What follows belongs to an exercise in optimizing a design on an open flow for small area and a short achievable clock period; a production flow would make more cautious choices. At most, simulation tests tie the RTL to the original design; equivalence was not proved. Power is estimated from default activity; no workload was simulated.

== JK ==
==> flow/design.v <==
package cache_pkg;
  localparam int LINES  = 4;
  localparam int WORDS  = 4;
  localparam int TAG_W  = 4;
  localparam int IDX_W  = 2;
  localparam int OFF_W  = 2;
  localparam int WORD_W = 32;
  localparam int LINE_W = WORDS * WORD_W;
  localparam int BLK_W  = TAG_W + IDX_W;
  typedef struct packed {
    logic              valid;
    logic              dirty;
    logic [TAG_W-1:0]  tag;
    logic [LINE_W-1:0] data;
  } line_t;
  function automatic logic [WORD_W-1:0] word_of(input logic [LINE_W-1:0] d,
                                                input logic [OFF_W-1:0]  off);
    word_of = d[off*WORD_W +: WORD_W];
  endfunction
  function automatic logic [LINE_W-1:0] put_word(input logic [LINE_W-1:0] d,
                                                 input logic [OFF_W-1:0]  off,
                                                 input logic [WORD_W-1:0] w);
    logic [LINE_W-1:0] r;
    r = d;
    r[off*WORD_W +: WORD_W] = w;
    put_word = r;
  endfunction
endpackage
import cache_pkg::*;
module cache_unit (
  input  logic                clk,
  input  logic                reset,
  input  logic                update,
  input  logic [31:0]         addr,
  input  logic [WORD_W-1:0]   wdata,
  input  logic [LINE_W-1:0]   fill_data,
  input  logic                memwrite,
  input  logic [IDX_W-1:0]    dbg_line,
  input  logic [OFF_W-1:0]    dbg_word,
  output logic [WORD_W-1:0]   dbg_data,
  output logic                dbg_dirty,
  output logic [WORD_W-1:0]   rdata,
  output logic                miss,
  output logic                victim_dirty,
  output logic [LINE_W-1:0]   wb_data,
  output logic [BLK_W-1:0]    wb_addr
);
  logic [LINES-1:0]                          valid_q;
  logic [LINES-1:0]                          dirty_q;
  logic [LINES-1:0][TAG_W-1:0]               tag_q;
  logic [LINES*LINE_W-1:0]                   data_q;
  logic [OFF_W-1:0] off;
  logic [IDX_W-1:0] idx;
  logic [TAG_W-1:0] tag;
  logic             unused_addr_hi;
  assign off = addr[OFF_W-1:0];
  assign idx = addr[OFF_W +: IDX_W];
  assign tag = addr[OFF_W+IDX_W +: TAG_W];
  assign unused_addr_hi = ^addr[31:OFF_W+IDX_W+TAG_W];
  logic [LINES-1:0] sel, dsel;
  always_comb begin
    for (int i = 0; i < LINES; i++) begin
      sel[i]  = valid_q[i] && (idx == IDX_W'(i));
      dsel[i] = valid_q[i] && (dbg_line == IDX_W'(i));
    end
  end
  logic [TAG_W-1:0]  cur_tag;
  logic              cur_dirty;
  logic [LINE_W-1:0] cur_data;
  always_comb begin
    cur_tag   = '0;
    cur_dirty = 1'b0;
    cur_data  = '0;
    for (int i = 0; i < LINES; i++) begin
      cur_tag   = cur_tag   | ({TAG_W{sel[i]}} & tag_q[i]);
      cur_dirty = cur_dirty | (sel[i] & dirty_q[i]);
      cur_data  = cur_data  | ({LINE_W{sel[i]}} & data_q[i*LINE_W +: LINE_W]);
    end
  end
  logic hit;
  assign hit          = (|sel) && (cur_tag == tag);
  assign miss         = !hit;
  assign victim_dirty = cur_dirty;
  assign wb_data      = cur_data;
  assign wb_addr      = {cur_tag, idx};
  logic [WORD_W-1:0] rd_acc;
  always_comb begin
    rd_acc = '0;
    for (int i = 0; i < LINES; i++)
      for (int w = 0; w < WORDS; w++)
        rd_acc = rd_acc | ({WORD_W{sel[i] && (off == OFF_W'(w))}} & data_q[(i*WORDS+w)*WORD_W +: WORD_W]);
  end
  assign rdata = rd_acc;
  logic [WORD_W-1:0] dbg_acc;
  logic              dbg_d;
  always_comb begin
    dbg_acc = '0;
    dbg_d   = 1'b0;
    for (int i = 0; i < LINES; i++) begin
      dbg_d = dbg_d | (dsel[i] & dirty_q[i]);
      for (int w = 0; w < WORDS; w++)
        dbg_acc = dbg_acc | ({WORD_W{dsel[i] && (dbg_word == OFF_W'(w))}} & data_q[(i*WORDS+w)*WORD_W +: WORD_W]);
    end
  end
  assign dbg_data  = dbg_acc;
  assign dbg_dirty = dbg_d;
  logic store;
  assign store = memwrite && hit;
  logic [WORDS-1:0][WORD_W-1:0] src;
  always_comb
    for (int w = 0; w < WORDS; w++)
      src[w] = update ? fill_data[w*WORD_W +: WORD_W] : wdata;
  always_ff @(posedge clk or posedge reset) begin
    if (reset) valid_q <= '0;
    else begin
      for (int i = 0; i < LINES; i++)
        if (update && idx == IDX_W'(i)) valid_q[i] <= 1'b1;
    end
  end
  always_ff @(posedge clk) begin
    for (int i = 0; i < LINES; i++) begin
      if (idx == IDX_W'(i)) begin
        if (update) begin
          dirty_q[i] <= 1'b0;
          tag_q[i]   <= tag;
        end else if (store) begin
          dirty_q[i] <= 1'b1;
        end
      end
      for (int w = 0; w < WORDS; w++)
        if (idx == IDX_W'(i) && (update || (store && off == OFF_W'(w))))
          data_q[(i*WORDS+w)*WORD_W +: WORD_W] <= src[w];
    end
  end
endmodule
Settings: LEC_CHECK=0, CAP_MARGIN=20, CORE_MARGIN=2, CORE_UTILIZATION=60, CTS_BUF_LIST=sky130_fd_sc_hd__clkbuf_8, SETUP_SLACK_MARGIN=1.5, SLEW_MARGIN=20; clock period 5.0 ns.
standard.sh (not shown) runs the stock make flow with config.mk's settings and CLKGATE_MAP_FILE= SYNTH_SCRIPT=/design/flow/synth_recipe.tcl, a recipe that flattens the netlist after the stock synthesis.
==> flow/flow/run.sh <==
#!/bin/bash
set -euo pipefail
export BUFFER_PORTS_ARGS="-buffer_cell sky130_fd_sc_hd__buf_1"
bash standard.sh finish > flow_standard.log 2>&1
Setup changes, JK to MS
-- flow/design.v --
<<< JK, line 84
  assign wb_data      = cur_data;
  assign wb_addr      = {cur_tag, idx};
  logic [WORD_W-1:0] rd_acc;
  always_comb begin
    rd_acc = '0;
    for (int i = 0; i < LINES; i++)
      for (int w = 0; w < WORDS; w++)
        rd_acc = rd_acc | ({WORD_W{sel[i] && (off == OFF_W'(w))}} & data_q[(i*WORDS+w)*WORD_W +: WORD_W]);
  end
  assign rdata = rd_acc;
  logic [WORD_W-1:0] dbg_acc;
  logic              dbg_d;
>>> MS, line 84
  assign wb_data      = cur_data;
  assign wb_addr      = {cur_tag, idx};
  assign rdata        = cur_data[off*WORD_W +: WORD_W];
  logic [WORD_W-1:0] dbg_acc;
  logic              dbg_d;
MS vs. JK: number of nets at the end of the flow went down by about 10%. MS ends up with a number of antenna cells inserted that is 2 higher than in JK. Re part of the power in combinational logic: JK was higher than MS. Going from JK to MS, die area has decreased; sum of buffers and inverters on the critical path picked up an extra 1; power fell by 0.75 mW; sequential power comparable; depth of the worst register-to-register path climbed 2. Sequential share of layout area: MS and JK compared, lower one is JK. MS vs JK on utilization: MS is the lower one. MS vs JK: number of multi-input logic gates down. Synthesized area went down by a few percent going from JK to MS.
No functional check of the RTL was part of JK.

-- re-timing with driven ports --
The flow's constraints put no driver on any port. The routed layouts listed below were extracted and timed again, unchanged, in two steps. Step 1: set_driving_cell puts a clkbuf_16 on clk and a buf_2 on each other input, an assumption about the parent block. Step 2 also shifts input and output timing later by t, the mid clock arrival at the registers, as if the neighbouring blocks saw the same clock. Three values: ideal ports, drivers, drivers and shift; two values: the first two.
run	t (ns)	setup WS [ns]	worst setup path at the end	cell pins on the clock port's net
JK	0.712	1.105 / 1.046 / 0.951	input to register	1
MS	0.725	1.029 / 0.974 / 0.761	input to register	1
After both steps every run listed still meets setup and hold. For MS, which loses most, drivers alone change the setup slack by -0.055 ns; drivers and shift together by -0.268 ns.
